Context: an optimization exercise on an open-source flow, tuned for small area, a short achievable clock period and few clock cycles. The choices shown serve that exercise and are no tape-out recipe.
At most, simulation tests tie the RTL to the original design; equivalence was not proved.
Only the layout flow was run in run 1; the RTL was not checked for function there.

==> design.v <==
package smdv_pkg;
  localparam int DIMS_DEF       = 39;
  localparam int MAX_FRAMES_DEF = 1024;
endpackage
module smdv_top (
  input  logic        clk_i,
  input  logic        rst_ni,
  input  logic        start_i,
  input  logic [17:0] in_i,
  output logic        busy_o,
  output logic        out_valid_o,
  output logic [55:0] out_o
);
  localparam int D  = 39;
  localparam int L  = 31;    
  function automatic logic [10:0] dstep(input logic [9:0] rem, input logic b,
                                        input logic [10:0] dv);
    logic [10:0] t;
    logic [11:0] df;
    t  = {rem, b};
    df = {1'b0, t} - {1'b0, dv};
    dstep = df[11] ? {1'b0, t[9:0]} : {1'b1, df[9:0]};
  endfunction
  logic        busy_q;
  logic        c_vld_q;
  logic [1:0]  c_mode_q;
  logic [15:0] c_val_q;
  logic [5:0]  hd_q, pos_q, dl_q, sw_q, rt_q, od_q;
  logic [6:0]  rb_q;
  logic [10:0] n_q, n1_q;
  logic        drop_q;
  logic        a_vld_q, b_vld_q;
  logic [15:0] a_v_q;
  logic        acc, full, al, c_push, c_rpt, c_clr, c_spr, pc, wrap;
  logic        push_add, push_drop, rpt_go, c_done, c_stall;
  logic        c_vld_d, busy_d, al_d, n10_d;
  logic [1:0]  c_mode_d;
  assign acc       = start_i & ~busy_q;
  assign full      = n_q[10];
  assign c_push    = c_vld_q & (c_mode_q == 2'd0);
  assign c_rpt     = c_vld_q & (c_mode_q == 2'd1);
  assign c_clr     = c_vld_q & (c_mode_q == 2'd2);
  assign c_spr     = c_vld_q & (c_mode_q == 2'd3);
  assign al        = (dl_q == 6'd2);
  assign push_add  = c_push & ~full & al;
  assign push_drop = c_push & full;
  assign pc        = push_add | push_drop;
  assign wrap      = push_add & (pos_q == 6'd38);
  assign rpt_go    = c_rpt & (sw_q == 6'd0) & (hd_q == 6'd38) & ~a_vld_q;
  assign c_done    = pc | rpt_go | c_clr | c_spr;
  assign c_stall   = c_vld_q & ~c_done;
  assign c_vld_d  = acc | c_stall;
  assign c_mode_d = acc ? in_i[17:16] : c_mode_q;
  assign al_d     = c_clr | (pc ? (dl_q == 6'd2) : (dl_q == 6'd3));
  assign n10_d    = ~c_clr & (wrap ? n1_q[10] : n_q[10]);
  assign busy_d   = rpt_go | (rb_q > 7'd1)
                  | (c_vld_d & (c_mode_d == 2'd1))
                  | (c_vld_d & (c_mode_d == 2'd0) & ~n10_d & ~al_d);
  always_ff @(posedge clk_i or negedge rst_ni) begin
    if (!rst_ni) begin
      busy_q   <= 1'b0;
      c_vld_q  <= 1'b0;
      c_mode_q <= 2'd0;
      hd_q     <= 6'd36;
      pos_q    <= 6'd0;
      dl_q     <= 6'd3;
      sw_q     <= 6'd39;
      rb_q     <= 7'd0;
      rt_q     <= 6'd0;
      n_q      <= 11'd0;
      n1_q     <= 11'd1;
      drop_q   <= 1'b0;
      a_vld_q  <= 1'b0;
      b_vld_q  <= 1'b0;
    end else begin
      busy_q   <= busy_d;
      c_vld_q  <= c_vld_d;
      c_mode_q <= c_mode_d;
      hd_q     <= c_clr ? 6'd37 : (hd_q == 6'd38) ? 6'd0 : hd_q + 6'd1;
      if (c_clr)   pos_q <= 6'd0;
      else if (pc) pos_q <= (pos_q == 6'd38) ? 6'd0 : pos_q + 6'd1;
      if (c_clr)    dl_q <= 6'd2;
      else if (!pc) dl_q <= (dl_q == 6'd0) ? 6'd38 : dl_q - 6'd1;
      sw_q     <= c_clr ? 6'd39 : (sw_q != 6'd0) ? sw_q - 6'd1 : 6'd0;
      rb_q     <= rpt_go ? 7'(L + 38) : (rb_q != 7'd0) ? rb_q - 7'd1 : 7'd0;
      rt_q     <= rpt_go ? 6'd39 : (rt_q != 6'd0) ? rt_q - 6'd1 : 6'd0;
      if (c_clr)     n_q <= 11'd0;
      else if (wrap) n_q <= n1_q;
      n1_q     <= n_q + 11'd1;
      drop_q   <= ~c_clr & (push_drop | drop_q);
      a_vld_q  <= push_add;
      b_vld_q  <= a_vld_q & ~c_clr;
    end
  end
  logic signed [7:0]  vh;
  logic        [7:0]  vl;
  logic        [11:0] pa_q [6];
  logic        [15:0] b_v_q;
  logic        [30:0] a_sq_q, a_sq;
  logic        [11:0] pa [6];
  assign vh = c_val_q[15:8];
  assign vl = c_val_q[7:0];
  assign pa[0] = 12'(signed'({vh[7], vh}) * signed'({vh[7], vh[7:4]}));
  assign pa[1] = 12'(signed'({vh[7], vh}) * signed'({1'b0, vh[3:0]}));
  assign pa[2] = 12'(signed'({vh[7], vh}) * signed'({1'b0, vl[7:4]}));
  assign pa[3] = 12'(signed'({vh[7], vh}) * signed'({1'b0, vl[3:0]}));
  assign pa[4] = 12'(signed'({1'b0, vl}) * signed'({1'b0, vl[7:4]}));
  assign pa[5] = 12'(signed'({1'b0, vl}) * signed'({1'b0, vl[3:0]}));
  always_ff @(posedge clk_i) begin
    if (acc) c_val_q <= in_i[15:0];
    for (int k = 0; k < 6; k++) pa_q[k] <= pa[k];
    b_v_q  <= c_val_q;
    a_v_q  <= b_v_q;
    a_sq_q <= a_sq;
  end
  logic [31:0] sqt;
  assign sqt = {pa_q[0], 20'd0} + {{4{pa_q[1][11]}}, pa_q[1], 16'd0}
             + {{7{pa_q[2][11]}}, pa_q[2], 13'd0} + {{11{pa_q[3][11]}}, pa_q[3], 9'd0}
             + {16'd0, pa_q[4], 4'd0} + {20'd0, pa_q[5]};
  assign a_sq = sqt[30:0];
  logic signed [25:0] s1r [D];
  logic [40:0]        s2r [D];
  logic               zero;
  assign zero = (sw_q != 6'd0);
  logic [25:0] s1_in;
  logic [40:0] s2_in;
  assign s1_in = (zero ? 26'd0 : s1r[0]) + (b_vld_q ? {{10{a_v_q[15]}}, a_v_q} : 26'd0);
  assign s2_in = (zero ? 41'd0 : s2r[0]) + (b_vld_q ? {10'd0, a_sq_q} : 41'd0);
  always_ff @(posedge clk_i) begin
    for (int i = 0; i < D - 1; i++) begin
      s1r[i] <= s1r[i+1];
      s2r[i] <= s2r[i+1];
    end
    s1r[D-1] <= s1_in;
    s2r[D-1] <= s2_in;
  end
  localparam int PZ = 9;           
  localparam int PY = 11;          
  localparam int PV = 12;          
  localparam int NV = 16;          
  localparam int PF = PV + NV;     
  logic [L:1] pv_q;
  always_ff @(posedge clk_i or negedge rst_ni) begin
    if (!rst_ni) pv_q <= '0;
    else         pv_q <= {pv_q[L-1:1], (rt_q != 6'd0)};
  end
  localparam int NC = 8;
  logic [10:0] nc_q [0:NC-1];
  always_ff @(posedge clk_i) begin
    nc_q[0] <= n_q;
    for (int i = 1; i < NC; i++) nc_q[i] <= nc_q[i-1];
  end
  function automatic int ncopy(input int p);
    ncopy = (p < 2) ? 0 : (p < 5) ? 1 : (p < 9) ? 2 : (p < 13) ? 3
          : (p < 17) ? 4 : (p < 21) ? 5 : (p < 25) ? 6 : 7;
  endfunction
  logic signed [25:0] t0;
  logic [11:0]        bh;
  logic               unf0, ovf0;
  logic [10:0]        st0a;
  assign t0   = s1r[0];
  assign bh   = {{2{t0[25]}}, t0[25:16]} + {1'b0, nc_q[0]};
  assign unf0 = bh[11];
  assign ovf0 = ~bh[11] & ({1'b0, bh[10:1]} >= nc_q[0]);
  assign st0a = dstep(bh[10:1], bh[0], nc_q[0]);
  logic [9:0]  mr_q [1:PZ];
  logic [16:0] mq_q [1:PZ];
  logic        unf_q [1:PF];
  logic        ovf_q [1:PF];
  always_ff @(posedge clk_i) begin
    mr_q[1]  <= st0a[9:0];
    mq_q[1]  <= {st0a[10], 16'd0};
    unf_q[1] <= unf0;
    ovf_q[1] <= ovf0;
  end
  for (genvar s = 1; s <= 8; s++) begin : g_mean
    logic [25:0] tap;
    logic [9:0]  rn;
    logic [1:0]  qb;
    assign tap = s1r[D-s];
    smdv_dstep2 u_ds (.rem_i(mr_q[s]), .bit_i(tap[17-2*s -: 2]), .dv_i(nc_q[ncopy(s)]),
                      .rem_o(rn), .q_o(qb));
    always_ff @(posedge clk_i) begin
      mr_q[s+1]  <= rn;
      mq_q[s+1]  <= mq_q[s] | (17'(qb) << (16 - 2*s));
      unf_q[s+1] <= unf_q[s];
      ovf_q[s+1] <= ovf_q[s];
    end
  end
  localparam int PZ2 = PZ + 1;     
  logic signed [16:0] mz;
  logic signed [20:0] z0_q, z1_q, z2_q;
  logic signed [26:0] z_q;
  logic signed [16:0] m_q [PZ2:PF-2];
  logic [9:0]         r_q [PZ2:PF-2];
  logic [20:0]        z0, z1, z2;
  assign mz = {~mq_q[PZ][16], mq_q[PZ][15:0]};
  assign z0 = 21'(signed'({mz[16], mz}) * signed'({1'b0, mr_q[PZ][3:0]}));
  assign z1 = 21'(signed'({mz[16], mz}) * signed'({1'b0, mr_q[PZ][6:4]}));
  assign z2 = 21'(signed'({mz[16], mz}) * signed'({1'b0, mr_q[PZ][9:7]}));
  always_ff @(posedge clk_i) begin
    z0_q       <= z0;
    z1_q       <= z1;
    z2_q       <= z2;
    m_q[PZ2]   <= mz;
    r_q[PZ2]   <= mr_q[PZ];
    unf_q[PZ2] <= unf_q[PZ];
    ovf_q[PZ2] <= ovf_q[PZ];
  end
  logic [26:0] zs;
  assign zs = {{6{z0_q[20]}}, z0_q} + {{2{z1_q[20]}}, z1_q, 4'd0} + {z2_q[19:0], 7'd0};
  always_ff @(posedge clk_i) begin
    z_q       <= zs;
    m_q[PY]   <= m_q[PZ2];
    r_q[PY]   <= r_q[PZ2];
    unf_q[PY] <= unf_q[PZ2];
    ovf_q[PY] <= ovf_q[PZ2];
  end
  logic signed [41:0] yy;
  logic [31:0] yq_q [PV:PF];
  logic [9:0]  vr_q [PV:PF];
  logic        yn_q [PV:PF];
  assign yy = {1'b0, s2r[D-PY]} - {{14{z_q[26]}}, z_q, 1'b0};
  always_ff @(posedge clk_i) begin
    yq_q[PV]  <= yy[31:0];
    vr_q[PV]  <= yy[41:32];
    yn_q[PV]  <= yy[41];
    m_q[PV]   <= m_q[PY];
    r_q[PV]   <= r_q[PY];
    unf_q[PV] <= unf_q[PY];
    ovf_q[PV] <= ovf_q[PY];
  end
  for (genvar s = PV; s < PF; s++) begin : g_var
    logic [9:0]  rn;
    logic [1:0]  qb;
    smdv_dstep2 u_ds (.rem_i(vr_q[s]), .bit_i(yq_q[s][31:30]), .dv_i(nc_q[ncopy(s)]),
                      .rem_o(rn), .q_o(qb));
    always_ff @(posedge clk_i) begin
      yq_q[s+1]  <= {yq_q[s][29:0], qb};
      vr_q[s+1]  <= rn;
      yn_q[s+1]  <= yn_q[s];
      unf_q[s+1] <= unf_q[s];
      ovf_q[s+1] <= ovf_q[s];
    end
    if (s < PF - 2) begin : g_mr
      always_ff @(posedge clk_i) begin
        m_q[s+1] <= m_q[s];
        r_q[s+1] <= r_q[s];
      end
    end
  end
  function automatic logic [15:0] mean_sat(input logic signed [16:0] m,
                                            input logic unf, input logic ovf);
    if (unf)                    mean_sat = 16'h8000;
    else if (ovf)               mean_sat = 16'h7fff;
    else if (m > 17'sd32767)    mean_sat = 16'h7fff;
    else if (m < -17'sd32768)   mean_sat = 16'h8000;
    else                        mean_sat = m[15:0];
  endfunction
  logic [4:0]  ma;
  logic [5:0]  mb, mc;
  logic [4:0]  rh, rl;
  logic [9:0]  paa, prhh, prhl, prll;
  logic [10:0] pab, pac;
  logic [11:0] pbb, pbc, pcc;
  logic [9:0]  paa_q, prhh_q, prhl_q, prll_q;
  logic [10:0] pab_q, pac_q;
  logic [11:0] pbb_q, pbc_q, pcc_q;
  logic [15:0] mean_q [PF-1:PF+2];
  assign ma = m_q[PF-2][16:12];
  assign mb = m_q[PF-2][11:6];
  assign mc = m_q[PF-2][5:0];
  assign rh = r_q[PF-2][9:5];
  assign rl = r_q[PF-2][4:0];
  assign paa = 10'(signed'({ma[4], ma}) * signed'({ma[4], ma}));
  assign pab = 11'(signed'({ma[4], ma}) * signed'({1'b0, mb}));
  assign pac = 11'(signed'({ma[4], ma}) * signed'({1'b0, mc}));
  assign pbb = 12'(signed'({1'b0, mb}) * signed'({1'b0, mb}));
  assign pbc = 12'(signed'({1'b0, mb}) * signed'({1'b0, mc}));
  assign pcc = 12'(signed'({1'b0, mc}) * signed'({1'b0, mc}));
  assign prhh = 10'(signed'({1'b0, rh}) * signed'({1'b0, rh}));
  assign prhl = 10'(signed'({1'b0, rh}) * signed'({1'b0, rl}));
  assign prll = 10'(signed'({1'b0, rl}) * signed'({1'b0, rl}));
  always_ff @(posedge clk_i) begin
    paa_q  <= paa;
    pab_q  <= pab;
    pac_q  <= pac;
    pbb_q  <= pbb;
    pbc_q  <= pbc;
    pcc_q  <= pcc;
    prhh_q <= prhh;
    prhl_q <= prhl;
    prll_q <= prll;
    mean_q[PF-1] <= (n_q == 11'd0) ? 16'd0 : mean_sat(m_q[PF-2], unf_q[PF-2], ovf_q[PF-2]);
  end
  logic [32:0] msq, msq_q;
  logic [19:0] rsq, rsq_q [PF:PF+1];
  logic [34:0] msqt;
  assign msqt = {1'b0, paa_q, 24'd0} + {{5{pab_q[10]}}, pab_q, 19'd0}
              + {{11{pac_q[10]}}, pac_q, 13'd0} + {11'd0, pbb_q, 12'd0}
              + {16'd0, pbc_q, 7'd0} + {23'd0, pcc_q};
  assign msq  = msqt[32:0];
  assign rsq  = {prhh_q, 10'd0} + {4'd0, prhl_q, 6'd0} + {10'd0, prll_q};
  always_ff @(posedge clk_i) begin
    msq_q      <= msq;
    rsq_q[PF]  <= rsq;
    mean_q[PF] <= mean_q[PF-1];
  end
  logic [33:0] dd, dd_q [PF+1:PF+2];
  logic [14:0] nx0, nx0_q;
  logic [13:0] nx1, nx2, nx1_q, nx2_q;
  logic        zf_q [PF+1:PF+2];
  logic        bb_q;
  assign dd = {2'b0, yq_q[PF]} - {1'b0, msq_q};
  assign nx0 = 15'(signed'({1'b0, nc_q[NC-1]}) * signed'({1'b0, vr_q[PF][3:0]}));
  assign nx1 = 14'(signed'({1'b0, nc_q[NC-1]}) * signed'({1'b0, vr_q[PF][6:4]}));
  assign nx2 = 14'(signed'({1'b0, nc_q[NC-1]}) * signed'({1'b0, vr_q[PF][9:7]}));
  always_ff @(posedge clk_i) begin
    dd_q[PF+1]   <= dd;
    nx0_q        <= nx0;
    nx1_q        <= nx1;
    nx2_q        <= nx2;
    rsq_q[PF+1]  <= rsq_q[PF];
    zf_q[PF+1]   <= unf_q[PF] | ovf_q[PF] | yn_q[PF] | (n_q == 11'd0);
    mean_q[PF+1] <= mean_q[PF];
  end
  logic bb;
  logic [21:0] nxs;
  assign nxs = {7'd0, nx0_q} + {4'd0, nx1_q, 4'd0} + {1'b0, nx2_q, 7'd0};
  assign bb  = nxs < {2'b0, rsq_q[PF+1]};
  always_ff @(posedge clk_i) begin
    bb_q         <= bb;
    dd_q[PF+2]   <= dd_q[PF+1];
    zf_q[PF+2]   <= zf_q[PF+1];
    mean_q[PF+2] <= mean_q[PF+1];
  end
  logic [30:0] vres;
  logic [33:0] vdec;
  assign vdec = dd_q[PF+2] - {33'd0, bb_q};
  assign vres = (zf_q[PF+2] | vdec[33]) ? 31'd0
              : (vdec[32:31] != 2'd0) ? 31'h7fff_ffff : vdec[30:0];
  logic        empty;
  logic        ov_q;
  logic [55:0] out_q;
  assign empty = (n_q == 11'd0);
  always_ff @(posedge clk_i or negedge rst_ni) begin
    if (!rst_ni) begin
      ov_q <= 1'b0;
      od_q <= 6'd0;
    end else begin
      ov_q <= pv_q[L-1];
      if (rpt_go)          od_q <= 6'd0;
      else if (pv_q[L-1])  od_q <= od_q + 6'd1;
    end
  end
  always_ff @(posedge clk_i) begin
    out_q <= {od_q, mean_q[PF+2], vres, empty, drop_q, (od_q == 6'd38)};
  end
  assign busy_o      = busy_q;
  assign out_valid_o = ov_q;
  assign out_o       = out_q;
endmodule
module smdv_dstep2 (
  input  logic [9:0]  rem_i,
  input  logic [1:0]  bit_i,
  input  logic [10:0] dv_i,
  output logic [9:0]  rem_o,
  output logic [1:0]  q_o
);
  function automatic logic [10:0] dstep(input logic [9:0] rem, input logic b,
                                        input logic [10:0] dv);
    logic [10:0] t;
    logic [11:0] df;
    t  = {rem, b};
    df = {1'b0, t} - {1'b0, dv};
    dstep = df[11] ? {1'b0, t[9:0]} : {1'b1, df[9:0]};
  endfunction
  logic [10:0] a, b;
  assign a = dstep(rem_i, bit_i[1], dv_i);
  assign b = dstep(a[9:0], bit_i[0], dv_i);
  assign rem_o = b[9:0];
  assign q_o   = {a[10], b[10]};
endmodule
==> flow/run.sh <==
#!/bin/bash
cp standard.sh standard_sh.log 2>/dev/null
export SETUP_SLACK_MARGIN=6.0
bash standard.sh > standard.log 2>&1
==> standard.sh <==
#!/bin/bash
# synth_recipe.tcl (not shown) runs the flow's synth.tcl, then flattens the netlist and writes it again
# the make line also repeats each setting of config.mk as NAME=value (left out here)
make -C /OpenROAD-flow-scripts/flow DESIGN_CONFIG=/design/flow/config.mk WORK_HOME=/design/flow/orfs CLKGATE_MAP_FILE= SYNTH_SCRIPT=/design/flow/synth_recipe.tcl "${@:-finish}"
==> config.mk <==
export PLATFORM = sky130hd
export DESIGN_NAME = smdv_top
export DESIGN_NICKNAME = smdv_top
export VERILOG_FILES = /design/flow/design.v
export SDC_FILE = /design/flow/constraint.sdc
export NUM_CORES = 4
export LEC_CHECK = 0
export CAP_MARGIN = 20
export CORE_MARGIN = 2
export CORE_UTILIZATION = 40
export CTS_CLUSTER_DIAMETER = 100
export CTS_CLUSTER_SIZE = 24
export SLEW_MARGIN = 20
export SYNTH_HIERARCHICAL = 1
==> constraint.sdc <==
create_clock -name core_clock -period 10.0 [get_ports {clk_i}]
set_input_delay 2.0000 -clock core_clock [delete_from_list [all_inputs] [get_ports {clk_i}]]
set_output_delay 2.0000 -clock core_clock [all_outputs]
set_load 0.01 [all_outputs]
==> run summary, run 1 <==
status=complete, no violations; Clock Tree Buf Depth=4; Residual DRC=0; die width=643 um; list of most frequent post-synthesis cells=dfxtp_1, ha_1, inv_1; CTS tree=done; fmax=0.245 GHz; Global Route met1 Usage=18.9%; count of max-cap constraint violations=0; Slew Limit Fails=0; Reg area=0.0977 mm2; Most used DFF post-synth=dfxtp_1; area of the multi-input gates=0.0627 mm2; Seq cells post-synth=4833; Synth Instances=13500; Hold Crit Class=register to register; GRT met3 Usage=1.44%; YS warnings=44; IO Pins=79; Largest stage delay, worst path=540 ps; Arrival @ worst endpoint=4850 ps; hold path depth=0; critical path endpoint category=register; worst slew pin tran=950 ps; clock sinks=4833; DP Worst Slack=4710 ps; CTS Buf Count=234; Worst Path Buf+Inv=2; Synth top area share=57.8%; Netlist Area Pre-Place=0.163 mm2; vias in the first global route=86200; Vias=87700; worst setup margin=5920 ps; met2 Resource Use GR=22.3%; CP delay by family, top=compound AO/OA/AOI/OAI gates; row count=234; min cycle time layout=4080 ps; Root Buffer=clkbuf_16; final count of negative-setup-slack endpoints=0; nets=15500; first-pass GRT wire length=458000 um; Total GRT Usage=13.6%; GR peak layer=met2; Post-synth EDFFs=16; post-synth cell types=87; gpl congestion=0.829; Fin. Hold Viols=0; Fillers=37300; Setup Skew=65.4 ps; setup tns final=0 ps; crit path launch type=register; largest net degree at the start of global routing=73; Data required, critical path=10780 ps; GRT overflow=0; share of layout cells above drive strength 1=10.6%; drt first-iter violations=4287; Syn Area/Cell=12.1 um2; kind of critical path=register to register; Layout area overhead=11.5%; crit-path max FO=3; vias per inst=4.53; initial antenna violation count=20; Tcrit/Tclk final=40.8%; Detailed Route WL=286000 um; Final ANT Viol Nets=0; top post-synthesis cells by area=dfxtp_1, ha_1, fa_1; CORE AREA=0.406 mm2; total die area=0.413 mm2; wire per inst=14.8 um; Reg clk slew, reported paths=90 ps; DR pass1 iterations=5; RSZ-0062 raised after global routing=true; Initial Util=40.2%; Max transition margin=36.7%; Worst R2R Path Depth=21; IO Port Bufs=78; htree depth=4; Slowest-stage cell, CP=fa_1; asr flop ratio synth=2.13%; most common cell in the netlist=dfxtp_1; DP HPWL=201000 um; sequential share of the synthesized area=59.7%; DIE HEIGHT=643 um; WP depth=21; CP cell instances=inv_2 > fa_1 > inv_2 > ha_4 > a21o_1 > a21oi_2 > nor2b_1 > o21ai_2 > a211oi_2 > nor3_2 > o31ai_1 > a21oi_1 > xnor2_1 > ha_1 > nand2_2 > nor2_4 > a221oi_2 > o221ai_1 > a21oi_1 > o21ai_1 > a311oi_1; worst skew pair latency=950 ps; Yosys top cell by area=dfxtp_1
-- per-layer routing --
metal  vias to the layer above  wire length [um]
li1                      45200                 -
met2                       894            128000
met5                         -                 0
met1                     41200            142000
met3                       401              8160
met4                         0              8470
-- sequential cells by signal, indices dropped and copies added (netlist names), 30 cells and up --
name    flops
s2r      1599
s1r      1014
yq_q      528
m_q       289
r_q       170
vr_q      170
mr_q       90
nc_q       88
mq_q       81
pa_q       69
dd_q       68
mean_q     64
out_q      56
rsq_q      38
msq_q      32
a_sq_q     30
pv_q       30
-- repair_timing --
item	4_1_cts	5_1_grt
pin swaps	115	123
gates resized for setup	305	340
setup buffers	200	77
setup endpoints to repair	370	303
cloned	2	4
hold buffers	0	0
-- per-module statistics from Yosys, one instance, submodules excluded --
module | flops+latches | times used | cells inside
smdv_dstep2 | 0 | 24 | 144
smdv_top | 4833 | 1 | 9998
-- layout by cell type (no fill, tap or decap), drive strengths merged, types with 20 or more instances in the layout --
master,count
ha,1274
clkbuf,259
a21boi,44
nand2b,132
and3,33
buf,307
a31oi,89
and4,29
a21oi,707
nand2,613
nand4,64
xor2,205
o21bai,87
o41ai,53
o22ai,27
mux2,327
clkinv,20
nor2b,113
nor2,557
a211oi,59
mux2i,54
o211ai,114
fa,373
a21o,217
inv,1220
dfxtp,4714
xnor2,660
nand3,124
clkdlybuf4s50,77
a31o,38
and2,431
or3,29
nor3,114
a32oi,26
o21ai,362
nor4,20
dfrtp,94
o21a,69
o2111ai,27
-- worst reg2reg max path, delay by kind of cell (launching register included) --
family	cells	cell delay, ps
AOI/OAI and AO/OA	11	1850
xor gates and xnor gates	1	200
adders and majority gates	3	1100
buffers and inverters	2	80
DFF	1	330
and+or+nand+nor	4	390
-- final timing paths --
| check | start | to | slack (ps) |
|---|---|---|---|
| max in group asynchronous | rst_ni | pv_q[28] | 7600 |
| max reg2reg | nx2_q[0] | bb_q | 5920 |
| min reg2reg | yq_q[24][27] | yq_q[25][29] | 310 |
| max | nx2_q[0] | bb_q | 5920 |
| min | yq_q[24][27] | yq_q[25][29] | 310 |
| min in group asynchronous | rst_ni | b_vld_q | 1030 |
-- cell families (layout without fill, tap and decap cells) --
| logic type | after synthesis | after routing | synth area share [%] |
|---|---|---|---|
| mux | 381 | 381 | 2.81 |
| xor+xnor | 865 | 865 | 4.64 |
| simple gates | 2308 | 2309 | 6.97 |
| compound gates | 2011 | 2012 | 8.19 |
| fa+ha+maj | 1647 | 1647 | 14.3 |
| buf+inv | 1409 | 1890 | 3.39 |
| flops | 4833 | 4833 | 59.7 |
| other cells | 0 | 14 | 0 |
-- stage by stage --
stage	hold WS, ps	util, %	cell area (um2)	std cells
after floorplan	310	-	163000	13500
after global placement	310	41.9	170000	18800
after detailed placement	312	41.9	170000	18800
after CTS	306	44.2	180000	19300
after global routing	304	44.8	182000	19400
final	309	44.8	182000	19400
-- cell type report --
| class | count | share of cell area [%] |
|---|---|---|
| clock buffers | 256 | 3.30 |
| inverters | 1206 | 2.49 |
| repair buffers | 388 | 1.97 |
| diodes | 14 | 0.0192 |
| flip-flops and latches | 4833 | 53.7 |
| well taps | 5428 | 3.73 |
| multi-input cells | 7214 | 34.4 |
| clock inverters | 40 | 0.357 |
==> run 2: changes to the inputs <==
--- a/design.v
+++ b/design.v
@@ -25,7 +25,8 @@
   logic        c_vld_q;
   logic [1:0]  c_mode_q;
   logic [15:0] c_val_q;
-  logic [5:0]  hd_q, pos_q, dl_q, sw_q, rt_q, od_q;
+  logic [5:0]  hd_q, pos_q, dl_q, sw_q, od_q;
+  logic        zq_q;
   logic [6:0]  rb_q;
   logic [10:0] n_q, n1_q;
   logic        drop_q;
@@ -65,8 +66,8 @@
       pos_q    <= 6'd0;
       dl_q     <= 6'd3;
       sw_q     <= 6'd39;
+      zq_q     <= 1'b1;
       rb_q     <= 7'd0;
-      rt_q     <= 6'd0;
       n_q      <= 11'd0;
       n1_q     <= 11'd1;
       drop_q   <= 1'b0;
@@ -82,8 +83,8 @@
       if (c_clr)    dl_q <= 6'd2;
       else if (!pc) dl_q <= (dl_q == 6'd0) ? 6'd38 : dl_q - 6'd1;
       sw_q     <= c_clr ? 6'd39 : (sw_q != 6'd0) ? sw_q - 6'd1 : 6'd0;
+      zq_q     <= c_clr | (sw_q > 6'd1);
       rb_q     <= rpt_go ? 7'(L + 38) : (rb_q != 7'd0) ? rb_q - 7'd1 : 7'd0;
-      rt_q     <= rpt_go ? 6'd39 : (rt_q != 6'd0) ? rt_q - 6'd1 : 6'd0;
       if (c_clr)     n_q <= 11'd0;
       else if (wrap) n_q <= n1_q;
       n1_q     <= n_q + 11'd1;
@@ -120,12 +121,10 @@
   assign a_sq = sqt[30:0];
   logic signed [25:0] s1r [D];
   logic [40:0]        s2r [D];
-  logic               zero;
-  assign zero = (sw_q != 6'd0);
   logic [25:0] s1_in;
   logic [40:0] s2_in;
-  assign s1_in = (zero ? 26'd0 : s1r[0]) + (b_vld_q ? {{10{a_v_q[15]}}, a_v_q} : 26'd0);
-  assign s2_in = (zero ? 41'd0 : s2r[0]) + (b_vld_q ? {10'd0, a_sq_q} : 41'd0);
+  assign s1_in = (zq_q ? 26'd0 : s1r[0]) + (b_vld_q ? {{10{a_v_q[15]}}, a_v_q} : 26'd0);
+  assign s2_in = (zq_q ? 41'd0 : s2r[0]) + (b_vld_q ? {10'd0, a_sq_q} : 41'd0);
   always_ff @(posedge clk_i) begin
     for (int i = 0; i < D - 1; i++) begin
       s1r[i] <= s1r[i+1];
@@ -139,11 +138,6 @@
   localparam int PV = 12;          
   localparam int NV = 16;          
   localparam int PF = PV + NV;     
-  logic [L:1] pv_q;
-  always_ff @(posedge clk_i or negedge rst_ni) begin
-    if (!rst_ni) pv_q <= '0;
-    else         pv_q <= {pv_q[L-1:1], (rt_q != 6'd0)};
-  end
   localparam int NC = 8;
   logic [10:0] nc_q [0:NC-1];
   always_ff @(posedge clk_i) begin
@@ -195,9 +189,9 @@
   logic [9:0]         r_q [PZ2:PF-2];
   logic [20:0]        z0, z1, z2;
   assign mz = {~mq_q[PZ][16], mq_q[PZ][15:0]};
-  assign z0 = 21'(signed'({mz[16], mz}) * signed'({1'b0, mr_q[PZ][3:0]}));
-  assign z1 = 21'(signed'({mz[16], mz}) * signed'({1'b0, mr_q[PZ][6:4]}));
-  assign z2 = 21'(signed'({mz[16], mz}) * signed'({1'b0, mr_q[PZ][9:7]}));
+  smdv_mulz #(.WB(4)) u_z0 (.a_i(mz), .b_i(mr_q[PZ][3:0]), .p_o(z0));
+  smdv_mulz #(.WB(3)) u_z1 (.a_i(mz), .b_i(mr_q[PZ][6:4]), .p_o(z1));
+  smdv_mulz #(.WB(3)) u_z2 (.a_i(mz), .b_i(mr_q[PZ][9:7]), .p_o(z2));
   always_ff @(posedge clk_i) begin
     z0_q       <= z0;
     z1_q       <= z1;
@@ -208,7 +202,7 @@
     ovf_q[PZ2] <= ovf_q[PZ];
   end
   logic [26:0] zs;
-  assign zs = {{6{z0_q[20]}}, z0_q} + {{2{z1_q[20]}}, z1_q, 4'd0} + {z2_q[19:0], 7'd0};
+  smdv_zsum u_zsum (.z0_i(z0_q), .z1_i(z1_q), .z2_i(z2_q), .z_o(zs));
   always_ff @(posedge clk_i) begin
     z_q       <= zs;
     m_q[PY]   <= m_q[PZ2];
@@ -325,9 +319,7 @@
     mean_q[PF+1] <= mean_q[PF];
   end
   logic bb;
-  logic [21:0] nxs;
-  assign nxs = {7'd0, nx0_q} + {4'd0, nx1_q, 4'd0} + {1'b0, nx2_q, 7'd0};
-  assign bb  = nxs < {2'b0, rsq_q[PF+1]};
+  smdv_lt u_lt (.x0_i(nx0_q), .x1_i(nx1_q), .x2_i(nx2_q), .r_i(rsq_q[PF+1]), .lt_o(bb));
   always_ff @(posedge clk_i) begin
     bb_q         <= bb;
     dd_q[PF+2]   <= dd_q[PF+1];
@@ -348,9 +340,9 @@
       ov_q <= 1'b0;
       od_q <= 6'd0;
     end else begin
-      ov_q <= pv_q[L-1];
-      if (rpt_go)          od_q <= 6'd0;
-      else if (pv_q[L-1])  od_q <= od_q + 6'd1;
+      ov_q <= (rb_q != 7'd0) & (rb_q <= 7'd39);
+      if (rpt_go)                            od_q <= 6'd0;
+      else if (rb_q != 7'd0 && rb_q <= 7'd39) od_q <= od_q + 6'd1;
     end
   end
   always_ff @(posedge clk_i) begin
@@ -381,3 +373,31 @@
   assign rem_o = b[9:0];
   assign q_o   = {a[10], b[10]};
 endmodule
+module smdv_mulz #(
+  parameter int WB = 4
+) (
+  input  logic [16:0]   a_i,
+  input  logic [WB-1:0] b_i,
+  output logic [20:0]   p_o
+);
+  assign p_o = 21'(signed'({a_i[16], a_i}) * signed'({1'b0, b_i}));
+endmodule
+module smdv_zsum (
+  input  logic [20:0] z0_i,
+  input  logic [20:0] z1_i,
+  input  logic [20:0] z2_i,
+  output logic [26:0] z_o
+);
+  assign z_o = {{6{z0_i[20]}}, z0_i} + {{2{z1_i[20]}}, z1_i, 4'd0} + {z2_i[19:0], 7'd0};
+endmodule
+module smdv_lt (
+  input  logic [14:0] x0_i,
+  input  logic [13:0] x1_i,
+  input  logic [13:0] x2_i,
+  input  logic [19:0] r_i,
+  output logic        lt_o
+);
+  logic [21:0] x;
+  assign x    = {7'd0, x0_i} + {4'd0, x1_i, 4'd0} + {1'b0, x2_i, 7'd0};
+  assign lt_o = x < {2'b0, r_i};
+endmodule
==> flow/run.sh (replaced) <==
#!/bin/bash
cp standard.sh standard_sh.log 2>/dev/null
export SETUP_SLACK_MARGIN=6.1
bash standard.sh > standard.log 2>&1
--- a/config.mk
+++ b/config.mk
@@ -7,7 +7,7 @@
 export LEC_CHECK = 0
 export CAP_MARGIN = 20
 export CORE_MARGIN = 2
-export CORE_UTILIZATION = 40
+export CORE_UTILIZATION = 55
 export CTS_CLUSTER_DIAMETER = 100
 export CTS_CLUSTER_SIZE = 24
 export SLEW_MARGIN = 20
==> run 2 against run 1 <==
  * Via count up 3.5%
  * Critical path type unchanged
  * Routed wire length up 5.8%
  * Setup slack better by 94 ps
  * First-iteration DRC count up 5.4%
  * Sequential share of layout area down 0.35 points
==> run summary, run 2 <==
top flop regs=s2r (1599), s1r (1014), yq_q (528); Setup Skew=80.5 ps; final count of negative-setup-slack endpoints=0; Syn Area/Cell=12.0 um2; Critical path origin=nx0_q[9]; most flop-heavy register=s2r; CTS tree=done; DIE HEIGHT=550 um; Fin. Hold Viols=0; Synth Instances=13700; Layout area overhead=10.8%; most common cell after layout, fill and taps aside=dfxtp_1; commonest cells after routing, fill and taps aside=dfxtp_1, inv_1, ha_1; GRT overflow=0; Data required, critical path=10820 ps; Detailed Route WL=303000 um; Arrival @ worst endpoint=4800 ps; DP HPWL=215000 um; placed cells=17500; status=complete, no violations; FF-to-FF setup slack=6020 ps; min cycle time layout=3980 ps; die width=550 um; Initial Util=55.3%; nets=15800; Total GRT Usage=19.8%; first-pass GRT wire length=487000 um; Hold Buf Count CTS=0; critical path endpoint category=register; wire per inst=16.7 um; setup tns final=0 ps; Largest stage delay, worst path=600 ps; count of max-cap constraint violations=0; worst slew pin tran=932 ps; share of layout cells above drive strength 1=11.5%; Residual DRC=0; CP cell instances=fa_2 > ha_4 > a21o_1 > a221oi_4 > nor2_2 > a221oi_4 > nor4b_2 > or3b_4 > ha_4 > nand4_1 > nor4_4 > o311ai_4 > o21ai_1 > nor3_2; Clock Tree Buf Depth=4; Layout Cells excl Fill=18100; vias per inst=5.01; Fillers=23800; worst skew pair latency=960 ps; initial antenna violation count=19; Worst R2R Path Depth=14; FF-to-FF Start=nx0_q[9]; IO Port Bufs=78; Slew Limit Fails=0; area of the multi-input gates=0.0645 mm2; htree depth=4; CORE AREA=0.297 mm2; Hold Crit Class=register to register; Slowest-stage cell, CP=fa_2; kind of critical path=register to register; CTS Buf Count=230; Netlist Area Pre-Place=0.164 mm2; largest net degree at the start of global routing=69; DR pass1 iterations=7; clock sinks=4798; Max transition margin=37.4%; Vias=90700; max FFs per register=1599; crit path launch type=register; Root Buffer=clkbuf_16; fmax=0.251 GHz; RSZ-0062 raised after global routing=true; gpl congestion=0.848; Setup crit end=bb_q; IO Pins=79; vias in the first global route=92800; Reg clk slew, reported paths=90 ps; drt first-iter violations=4518; row count=200; crit-path max FO=4; r2r endpoint=bb_q; Reg area=0.0970 mm2; YS warnings=44; Final ANT Viol Nets=0; total die area=0.303 mm2; Tcrit/Tclk final=39.8%
-- run 2: final cells by class --
type | instances | share of cell area, %
sequential | 4798 | 53.3
tap | 3939 | 2.71
antenna | 5 | 0.00688
timing repair buffer | 415 | 2.15
inverter | 1320 | 2.74
clock inverter | 34 | 0.330
clock buffer | 251 | 3.23
multi-input combinational | 7347 | 35.5
-- run 2: worst max-delay path: cells and delay by family (launching register included) --
kind,cells,cell delay [ps]
flip-flops,1,340
AO/OA/AOI/OAI,5,1200
AND/OR/NAND/NOR,6,1240
adder cells (fa/ha/maj),3,1100
-- run 2: layer usage --
layer,part of all wire [%],vias up,GRT usage (%)
met1,47,43300,26.8
met3,2.7,454,2.03
li1,-,45900,-
met2,47,1059,34.0
met5,0,-,0
met4,2.6,0,5.19
-- run 2: metrics by stage --
stage                     worst slack, ps  area (um2)  util, %  hold WS, ps
after floorplan                      6110      164000        -          310
after global placement               4760      169000     56.9          310
after detailed placement             4660      169000     56.9          312
after CTS                            6090      179000     60.2          248
after global routing                 5930      182000     61.2          252
final                                6020      182000     61.2          267
-- run 2: timing repair --
item,4_1_cts,5_1_grt
gates cloned,3,2
setup buffers,200,115
resized for setup,373,447
pin swaps,79,149
endpoints found under the setup margin,369,329
-- run 2: how the worst min path moves through the flow --
stage                  endpoint  slack (ps)   startpoint  depth (start not counted)
floorplan             a_sq_q[0]         310   pa_q[5][0]                          0
global placement    s1r[12][24]         310  s1r[13][24]                          0
detailed placement   s1r[10][6]         310   s1r[11][6]                          0
CTS                 yq_q[14][3]         250  yq_q[13][1]                          0
global route        yq_q[14][3]         250  yq_q[13][1]                          0
finish              yq_q[14][3]         270  yq_q[13][1]                          0
Testbench counts of run 2, summed over its fixed seeds: cycles 16,104.
==> run 3: changes to the inputs <==
--- a/config.mk
+++ b/config.mk
@@ -7,7 +7,7 @@
 export LEC_CHECK = 0
 export CAP_MARGIN = 20
 export CORE_MARGIN = 2
-export CORE_UTILIZATION = 55
+export CORE_UTILIZATION = 40
 export CTS_CLUSTER_DIAMETER = 100
 export CTS_CLUSTER_SIZE = 24
 export SLEW_MARGIN = 20
==> run 3 against run 2 <==
  * Still clean on timing, DRC and antenna
  * Fmax is 2.0% higher
  * First-iteration DRC count decreased by 15%
  * Cell count increased by 8.3%
  * Synthesized cell count stayed put
  * Non-clock buffer count down 30
  * Design area rose by 0.83%
  * Global-route usage down 6.3 points
  * Routed wire length decreased by 5.5%
  * Worst hold slack better by 33 ps
==> run summary, run 3 <==
Layout Cells excl Fill=19600; htree depth=4; Setup Skew=79.0 ps; Worst Path Buf+Inv=1; Root Buffer=clkbuf_16; Netlist Area Pre-Place=0.164 mm2; largest net degree at the start of global routing=69; GR peak layer=met2; final count of negative-setup-slack endpoints=0; Clock Tree Buf Depth=4; Total GRT Usage=13.5%; DR pass1 iterations=7; DIE HEIGHT=644 um; share of layout cells above drive strength 1=11.1%; placed cells=19000; row count=235; wire per inst=14.6 um; kind of critical path=register to register; Synth Instances=13700; Fillers=37600; RSZ-0062 raised after global routing=true; Arrival @ worst endpoint=4750 ps; IO Pins=79; IO Port Bufs=78; CP cell instances=fa_1 > ha_4 > a21o_1 > a221oi_4 > nor2_2 > a221oi_4 > nor4b_2 > or3b_4 > ha_4 > nand4_1 > nor2_2 > a221oi_2 > o2111ai_1 > nor3_2 > buf_4; Max transition margin=38.9%; Layout area overhead=11.7%; nets=15800; Final ANT Viol Nets=0; CP delay by family, top=compound AO/OA/AOI/OAI gates; Fin. Hold Viols=0; Detailed Route WL=287000 um; initial antenna violation count=9; Residual DRC=0; commonest cells after routing, fill and taps aside=dfxtp_1, inv_1, ha_1; setup tns final=0 ps; first-pass GRT wire length=461000 um; vias in the first global route=87100; CTS Buf Count=237; worst slew pin tran=917 ps; Largest stage delay, worst path=590 ps; crit path launch type=register; vias per inst=4.51; Global Route met1 Usage=18.8%; GRT met3 Usage=1.47%; status=complete, no violations; Initial Util=40.1%; DP HPWL=201000 um; Hold Crit Class=register to register; worst skew pair latency=970 ps; Slowest-stage cell, CP=fa_1; total die area=0.415 mm2; clock sinks=4798; fmax=0.256 GHz; crit-path max FO=4; Data required, critical path=10840 ps; Tcrit/Tclk final=39.0%; Syn Area/Cell=12.0 um2; CTS tree=done; max FFs per register=1599; CORE AREA=0.409 mm2; YS warnings=44; Hold WS=299 ps; min cycle time layout=3900 ps; Vias=88500; die width=644 um; GRT overflow=0; top flop regs=s2r (1599), s1r (1014), yq_q (528); critical path endpoint category=register; Slew Limit Fails=0; met2 Resource Use GR=22.5%; most flop-heavy register=s2r; Reg clk slew, reported paths=90 ps; drt first-iter violations=3860; count of max-cap constraint violations=0; gpl congestion=0.834; most common cell after layout, fill and taps aside=dfxtp_1
==> run 3: final timing paths <==
path	start	end	slack (ps)	cells past startpoint
max	nx0_q[9]	bb_q	6100	15
min	mq_q[8][14]	mq_q[9][14]	300	0
max reg2reg	nx0_q[9]	bb_q	6100	15
min reg2reg	mq_q[8][14]	mq_q[9][14]	300	0
max in group asynchronous	rst_ni	od_q[2]	8130	2
min in group asynchronous	rst_ni	busy_q	1230	2
==> run 3: layout make-up <==
| type | count | area, um2 | area share (%) |
|---|---|---|---|
| Sequential cell | 4798 | 96900 | 52.9 |
| Multi-Input combinational cell | 7347 | 64200 | 35.0 |
| Tap cell | 5451 | 6820 | 3.72 |
| Clock buffer | 249 | 5990 | 3.27 |
| Inverter | 1320 | 4980 | 2.72 |
| Timing Repair Buffer | 385 | 3530 | 1.92 |
| Clock inverter | 53 | 852 | 0.465 |
| Antenna cell | 5 | 12.5 | 0.00683 |
==> run 3: metrics by stage <==
step	setup WS [ps]	cell area (um2)	utilization, %
after floorplan	6110	164000	-
after global placement	4930	171000	41.8
after detailed placement	4790	171000	41.8
after CTS	6050	180000	44.1
after global routing	5910	183000	44.8
final	6100	183000	44.8
==> run 3: what timing repair did <==
| action | 4_1_cts | 5_1_grt |
|---|---|---|
| hold buffers | 0 | 0 |
| pin swaps | 77 | 132 |
| cloned | 1 | 1 |
| endpoints found under the setup margin | 377 | 313 |
| buffers inserted | 166 | 107 |
| resized for setup | 345 | 401 |
==> run 3: per-layer routing <==
metal  vias to the layer above  share of wire, %
li1                      46000                 -
met1                     41400                50
met2                       824                45
met3                       378               2.5
met4                         0               2.4
met5                         -                 0
==> run 4: changes to the inputs <==
==> flow/run.sh (replaced) <==
#!/bin/bash
cp standard.sh standard_sh.log 2>/dev/null
export SETUP_SLACK_MARGIN=6.3
bash standard.sh > standard.log 2>&1
--- a/config.mk
+++ b/config.mk
@@ -9,6 +9,6 @@
 export CORE_MARGIN = 2
 export CORE_UTILIZATION = 40
 export CTS_CLUSTER_DIAMETER = 100
-export CTS_CLUSTER_SIZE = 24
+export CTS_CLUSTER_SIZE = 28
 export SLEW_MARGIN = 20
 export SYNTH_HIERARCHICAL = 1
==> run 4 against run 3 <==
  * Largest cell class unchanged
  * Highest routed layer unchanged
  * First-iteration DRC count grew 7.7%
  * Register-to-register slack barely moved
  * Global-route usage increased by 0.16 points
  * Die area unchanged
==> run summary, run 4 <==
status=complete, no violations; Synth Instances=13700; Detailed Route WL=297000 um; share of layout cells above drive strength 1=17.0%; Slew Limit Fails=0; CORE AREA=0.409 mm2; vias in the first global route=88300; Residual DRC=0; Tcrit/Tclk final=39.2%; DP HPWL=202000 um; Largest stage delay, worst path=590 ps; Slowest-stage cell, CP=fa_1; fmax=0.255 GHz; kind of critical path=register to register; crit path launch type=register; vias per inst=4.56; CTS Buf Count=208; Global Route met1 Usage=19.4%; GRT met3 Usage=1.39%; row count=235; commonest cells after routing, fill and taps aside=dfxtp_1, inv_1, ha_1; DIE HEIGHT=644 um; Max transition margin=35.9%; count of max-cap constraint violations=0; Clock Tree Buf Depth=4; Arrival @ worst endpoint=4740 ps; most flop-heavy register=s2r; initial antenna violation count=16; Layout area overhead=15.9%; die width=644 um; final count of negative-setup-slack endpoints=0; worst skew pair latency=960 ps; Hold Buf Count CTS=0; Data required, critical path=10830 ps; Fin. Hold Viols=0; gpl congestion=0.841; top flop regs=s2r (1599), s1r (1014), yq_q (528); Netlist Area Pre-Place=0.164 mm2; max FFs per register=1599; wire per inst=14.9 um; min cycle time layout=3920 ps; Setup Skew=65.3 ps; GR peak layer=met2; largest net degree at the start of global routing=69; most common cell after layout, fill and taps aside=dfxtp_1; YS warnings=44; IO Port Bufs=78; Vias=91000; Design Area, Final=0.190 mm2; Initial Util=40.1%; clock sinks=4798; CP cell instances=fa_1 > ha_4 > a21o_1 > a221oi_4 > buf_4 > buf_4 > o21ai_0 > a21oi_1 > xnor2_2 > ha_1 > nand2_2 > nor2_1 > a221oi_2 > o2111ai_1 > nor3_2 > buf_4; htree depth=4; Layout Cells excl Fill=19900; Post-DP Area=0.171 mm2; CP most frequent cell=buf_4; FF-to-FF setup slack=6080 ps; placed cells=19000; nets=16100; DR pass1 iterations=6; IO Pins=79; Total GRT Usage=13.7%; drt first-iter violations=4159; met2 Resource Use GR=22.2%; critical path endpoint category=register; total die area=0.415 mm2; Hold WS=279 ps; CTS tree=done; setup tns final=0 ps; Reg clk slew, reported paths=110 ps; Root Buffer=clkbuf_16; Final ANT Viol Nets=0; Syn Area/Cell=12.0 um2; GRT overflow=0; worst slew pin tran=961 ps; crit-path max FO=4; RSZ-0062 raised after global routing=true; first-pass GRT wire length=466000 um; Hold Crit Class=register to register
[run 4: final cells by class]
type,instances,area (um2)
clock inverters,51,862
flip-flops and latches,4798,97000
fillers,36600,219000
inverters,1320,5020
clock buffers,222,5270
repair buffers,734,6660
well taps,5451,6820
diodes,12,30.0
multi-input cells,7348,68400
[run 4: repair_timing]
| item | in CTS | in global routing |
|---|---|---|
| endpoints found under the setup margin | 493 | 360 |
| setup buffers | 286 | 339 |
| resized for setup | 672 | 1004 |
| gates cloned | 4 | 9 |
| pin swaps | 154 | 452 |
[run 4: critical path: cells and delay by family (launching register included)]
kind,cells,cell delay [ps]
simple gates,3,440
fa+ha+maj,3,1180
buf+inv,3,400
xor+xnor,1,130
compound gates,6,1350
flops,1,340
[run 4: metal layers]
| metal | vias to the layer above | part of all wire (%) |
|---|---|---|
| li1 | 46600 | - |
| met1 | 43000 | 50 |
| met2 | 992 | 44 |
| met3 | 368 | 2.7 |
| met4 | 0 | 2.8 |
| met5 | - | 0 |
[run 4: per-stage QoR]
step	util, %	setup WS (ps)
after floorplan	-	6220
after global placement	41.8	5040
after detailed placement	41.8	5000
after CTS	44.6	6030
after global routing	46.5	5890
final	46.5	6080
[run 4: path summary, 6_finish.rpt]
path                       cells after the start  startpoint    endpoint
max                                           16    nx2_q[2]        bb_q
max reg2reg                                   16    nx2_q[2]        bb_q
min reg2reg                                    0  s1r[29][0]  s1r[28][0]
min                                            0  s1r[29][0]  s1r[28][0]
min in group asynchronous                      2      rst_ni      drop_q
max in group asynchronous                      2      rst_ni     od_q[4]
==> run 5: changes to the inputs <==
--- a/design.v
+++ b/design.v
@@ -120,11 +120,12 @@
              + {16'd0, pa_q[4], 4'd0} + {20'd0, pa_q[5]};
   assign a_sq = sqt[30:0];
   logic signed [25:0] s1r [D];
-  logic [40:0]        s2r [D];
+  logic [39:0]        s2r [D];    
   logic [25:0] s1_in;
-  logic [40:0] s2_in;
+  logic [39:0] s2_in;
   assign s1_in = (zq_q ? 26'd0 : s1r[0]) + (b_vld_q ? {{10{a_v_q[15]}}, a_v_q} : 26'd0);
-  assign s2_in = (zq_q ? 41'd0 : s2r[0]) + (b_vld_q ? {10'd0, a_sq_q} : 41'd0);
+  assign s2_in = (zq_q ? 40'd0 : s2r[0]) + (b_vld_q ? {10'd0, a_sq_q[30:1]} : 40'd0)
+               + {39'd0, b_vld_q & ~zq_q & s1r[0][0] & a_v_q[0]};
   always_ff @(posedge clk_i) begin
     for (int i = 0; i < D - 1; i++) begin
       s1r[i] <= s1r[i+1];
@@ -214,7 +215,7 @@
   logic [31:0] yq_q [PV:PF];
   logic [9:0]  vr_q [PV:PF];
   logic        yn_q [PV:PF];
-  assign yy = {1'b0, s2r[D-PY]} - {{14{z_q[26]}}, z_q, 1'b0};
+  assign yy = {1'b0, s2r[D-PY], s1r[D-PY][0]} - {{14{z_q[26]}}, z_q, 1'b0};
   always_ff @(posedge clk_i) begin
     yq_q[PV]  <= yy[31:0];
     vr_q[PV]  <= yy[41:32];
==> flow/run.sh (replaced) <==
#!/bin/bash
cp standard.sh standard_sh.log 2>/dev/null
export SETUP_SLACK_MARGIN=6.25
bash standard.sh > standard.log 2>&1
--- a/config.mk
+++ b/config.mk
@@ -9,6 +9,6 @@
 export CORE_MARGIN = 2
 export CORE_UTILIZATION = 40
 export CTS_CLUSTER_DIAMETER = 100
-export CTS_CLUSTER_SIZE = 28
+export CTS_CLUSTER_SIZE = 24
 export SLEW_MARGIN = 20
 export SYNTH_HIERARCHICAL = 1
==> run 5 against run 4 <==
  * Register-to-register slack improved by 180 ps
  * Critical endpoint is now pa_q[0][9]
  * Core utilization decreased by 0.60 points
  * Via count down 1.4%
==> run summary, run 5 <==
Clock Tree Buf Depth=4; die width=642 um; most flop-heavy register=s2r; worst slew pin tran=1030 ps; clock sinks=4759; Vias=89700; wire per inst=14.9 um; FF-to-FF setup slack=6260 ps; Layout Cells excl Fill=19700; Hold Buf Count CTS=0; Hold Crit Class=register to register; Reg clk slew, reported paths=100 ps; setup tns final=0 ps; final count of negative-setup-slack endpoints=0; CORE AREA=0.406 mm2; share of layout cells above drive strength 1=14.2%; IO Port Bufs=78; Data required, critical path=10870 ps; largest net degree at the start of global routing=69; YS warnings=44; drt first-iter violations=4126; initial antenna violation count=21; fmax=0.268 GHz; Arrival @ worst endpoint=4610 ps; status=complete, no violations; Initial Util=40.1%; placed cells=19000; Reg area=0.0962 mm2; fin util=45.9%; Fin. Hold Viols=0; Synth Instances=13600; Syn Area/Cell=11.9 um2; max FFs per register=1560; crit path launch type=register; Residual DRC=0; Max transition margin=31.4%; crit-path max FO=5; most common cell after layout, fill and taps aside=dfxtp_1; kind of critical path=register to register; CTS tree=done; Tcrit/Tclk final=37.4%; top flop regs=s2r (1560), s1r (1014), yq_q (528); Netlist Area Pre-Place=0.163 mm2; area of the multi-input gates=0.0668 mm2; total die area=0.412 mm2; htree depth=4; RSZ-0062 raised after global routing=true; vias per inst=4.56; DP HPWL=201000 um; Total GRT Usage=13.7%; Fillers=36900; DIE HEIGHT=642 um; Layout area overhead=14.3%; gpl congestion=0.831; Setup Skew=67.5 ps; IO Pins=79; critical path endpoint category=register; row count=234; Final ANT Viol Nets=0; vias in the first global route=87400; DR pass1 iterations=6; min cycle time layout=3740 ps; count of max-cap constraint violations=0; nets=15900; first-pass GRT wire length=462000 um; Detailed Route WL=293000 um; GRT overflow=0; Root Buffer=clkbuf_16; CTS Buf Count=227; commonest cells after routing, fill and taps aside=dfxtp_1, inv_1, ha_1; worst skew pair latency=950 ps; Design Area, Final=0.186 mm2; Slew Limit Fails=0; Post-DP Area=0.170 mm2
[run 5: per-layer routing]
| metal | vias up | track usage, % | routed length, um |
|---|---|---|---|
| met3 | 375 | 1.43 | 8530 |
| met2 | 969 | 22.4 | 134000 |
| met1 | 42300 | 19.2 | 144000 |
| met4 | 6 | 3.37 | 6630 |
| li1 | 46100 | - | - |
| met5 | - | 0 | 41 |
[run 5: area by class of cell]
class	count	area share, %
clock inverter	25	0.198
clock buffer	254	3.17
tap	5428	3.65
inverter	1330	2.70
antenna	10	0.0134
multi-input combinational	7341	35.9
timing repair buffer	545	2.68
sequential	4759	51.7
[run 5: through the flow]
| stage | hold WS [ps] | setup WS, ps |
|---|---|---|
| after CTS | 294 | 6130 |
| final | 305 | 6260 |
| after detailed placement | 312 | 5010 |
| after global placement | 310 | 5080 |
| after floorplan | 310 | 6200 |
| after global routing | 291 | 6070 |
[run 5: worst paths after layout]
path,start,endpoint,depth (start not counted)
setup / recovery,c_val_q[10],pa_q[0][9],14
hold / removal,r_q[25][7],r_q[26][7],0
setup reg to reg,c_val_q[10],pa_q[0][9],14
hold reg to reg,r_q[25][7],r_q[26][7],0
max in group asynchronous,rst_ni,hd_q[4],2
min in group asynchronous,rst_ni,pos_q[3],2
[run 5: what timing repair did]
| action | 4_1_cts | 5_1_grt |
|---|---|---|
| pin swaps | 106 | 344 |
| setup endpoints to repair | 453 | 341 |
| buffers inserted | 219 | 213 |
| resized for setup | 559 | 790 |
| cloned | 3 | 7 |
[run 5: worst max-delay path, cell delays in order, from the launching register on]
cell and delay, ps:
edfxtp_1 460, buf_12 180, buf_4 160, nand2_2 70, fa_1 440, fa_1 490
fa_1 520, inv_1 40, ha_1 220, fa_2 360, a21o_1 180, a21oi_2 150
o21bai_1 90, a21oi_1 160, xnor2_1 130
Testbench counts of run 5, summed over its fixed seeds: cycles 16,104.
==> run 6: changes to the inputs <==
==> flow/run.sh (replaced) <==
#!/bin/bash
cp standard.sh standard_sh.log 2>/dev/null
export SETUP_SLACK_MARGIN=6.1
bash standard.sh > standard.log 2>&1
==> run 6 against run 5 <==
  * Flip-flop and latch count did not move
  * Setup slack lost 100 ps
  * Fmax shrank 2.6%
  * Design area down 2.6%
  * Critical endpoint is now z_q[26]
==> run summary, run 6 <==
Hold Buf Count CTS=0; wire per inst=14.5 um; Synth Instances=13600; drt first-iter violations=4012; Max transition margin=31.2%; vias per inst=4.54; FF-to-FF Start=z0_q[5]; worst setup margin=6160 ps; Post-DP Area=0.170 mm2; Layout Cells excl Fill=19500; Clock Tree Buf Depth=4; Netlist Area Pre-Place=0.163 mm2; Total GRT Usage=13.4%; Root Buffer=clkbuf_16; Detailed Route WL=283000 um; nets=15700; Largest stage delay, worst path=480 ps; htree depth=4; Final ANT Viol Nets=0; max FFs per register=1560; Data required, critical path=10820 ps; status=complete, no violations; Residual DRC=0; Layout area overhead=11.3%; IO Port Bufs=78; DP Worst Slack=4700 ps; worst slew pin tran=1030 ps; count of max-cap constraint violations=0; RSZ-0062 raised after global routing=true; CP most frequent cell=ha_1; Slowest-stage cell, CP=o41ai_4; total die area=0.412 mm2; vias in the first global route=86800; min cycle time layout=3840 ps; CP cell instances=ha_1 > a211oi_2 > nor2_1 > o31a_1 > o21a_1 > nor2_2 > o21ai_0 > xor2_1 > ha_1 > a21o_1 > o41ai_4 > o211ai_2 > a31oi_4 > a21oi_1 > xor3_1; YS warnings=44; initial antenna violation count=13; crit-path max FO=3; row count=234; CTS tree=done; Hold Crit Class=register to register; Fillers=37400; hold path depth=0; placed cells=19000; Hold Path End=s2r[37][25]; critical path endpoint category=register; first-pass GRT wire length=454000 um; DR pass1 iterations=6; fmax=0.261 GHz; FF-to-FF setup slack=6160 ps; worst skew pair latency=960 ps; gpl congestion=0.834; Syn Area/Cell=11.9 um2; crit path launch type=register; most common cell after layout, fill and taps aside=dfxtp_1; DIE HEIGHT=642 um; Worst R2R Path Depth=15; setup tns final=0 ps; Design Area, Final=0.181 mm2; Initial Util=40.1%; top flop regs=s2r (1560), s1r (1014), yq_q (528); largest net degree at the start of global routing=69; Tcrit/Tclk final=38.4%; Fin. Hold Viols=0; GRT overflow=0; share of layout cells above drive strength 1=10.2%; IO Pins=79; min-delay src=s2r[38][25]; final count of negative-setup-slack endpoints=0; CTS Buf Count=231; Vias=88600; Reg clk slew, reported paths=100 ps; Slew Limit Fails=0; commonest cells after routing, fill and taps aside=dfxtp_1, inv_1, ha_1; Arrival @ worst endpoint=4660 ps; most flop-heavy register=s2r; r2r endpoint=z_q[26]; clock sinks=4759; CORE AREA=0.406 mm2; DP HPWL=200000 um; Setup Skew=86.8 ps; kind of critical path=register to register; die width=642 um
==> run 6: layer usage <==
layer / global-route usage, % / wire length (um)
met5: 0 / 0
met4: 3.33 / 6380
met3: 1.45 / 7850
met2: 22.5 / 131000
met1: 18.4 / 139000
==> run 6: worst max path at each step <==
stage / startpoint / to / slack, ps / cells after the start
3_3_place_gp: nc_q[5][1] / vr_q[18][2] / 4720 / 13
4_1_cts: mq_q[9][3] / z0_q[15] / 6100 / 12
5_1_grt: c_val_q[11] / pa_q[3][11] / 6000 / 15
2_1_floorplan: m_q[26][16] / pac_q[10] / 6110 / 15
6_report: z0_q[5] / z_q[26] / 6160 / 15
3_5_place_dp: nc_q[5][1] / vr_q[18][4] / 4700 / 13
==> run 6: area by class of cell <==
type                    count  area [um2]  area share (%)
clock inverters            40         577           0.318
inverters                1330        5020            2.77
repair buffers            365        3420            1.88
well taps                5428        6790            3.75
flip-flops and latches   4759       96100            53.0
diodes                     13        32.5          0.0180
multi-input cells        7340       63300            35.0
clock buffers             249        5920            3.27
==> run 6: metrics by stage <==
stage               hold slack [ps]  util, %
CTS                             255     44.0
finish                          270     44.7
global placement                310     41.8
global route                    263     44.7
detailed placement              312     41.8
floorplan                       310        -
==> run 6: what timing repair did <==
item / 4_1_cts / 5_1_grt
pin swaps: 59 / 99
endpoints found under the setup margin: 375 / 321
resized for setup: 321 / 356
setup buffers: 144 / 112
cloned: 1 / 3
==> run 6: worst max-delay path: cells and delay by family, from the launching register on <==
family / cells / cell delay (ps)
flops: 1 / 340
fa+ha+maj: 2 / 630
compound gates: 9 / 2060
xor+xnor: 2 / 520
simple gates: 2 / 200

what the ideal ports hide:
The results above use ideal ports. As a check the final layouts listed here were re-extracted and re-timed, cells and wires unchanged.
Step 1 sets driving cells, clkbuf_16 on the clock port and buf_2 on the other inputs (assumed; they add their load-dependent delay and slew).
Step 2 also shifts input and output timing later by t, the mid clock arrival at the registers, as if the neighbouring blocks saw the same clock.
a / b / c = no drivers / after step 1 / after step 2; a / b = the first two.
run	t (ns)	setup slack, ns	worst register clock-pin slew, ns	cell pins on the clock port's net
run 1	1.009	5.924 / 5.924 / 5.752	0.11 / 0.11	1
run 2	1.020	6.019 / 6.019 / 6.019	0.11 / 0.11	1
run 3	1.028	6.097 / 6.097 / 6.097	0.10 / 0.10	1
run 4	1.023	6.084 / 6.084 / 6.010	0.11 / 0.11	1
run 5	1.006	6.262 / 6.262 / 6.092	0.10 / 0.10	1
run 6	1.008	6.162 / 6.129 / 5.921	0.11 / 0.11	1
After both steps setup and hold are still met in every run listed. For run 6, which loses most, drivers alone change the setup slack by -0.033 ns; drivers and shift together by -0.241 ns.
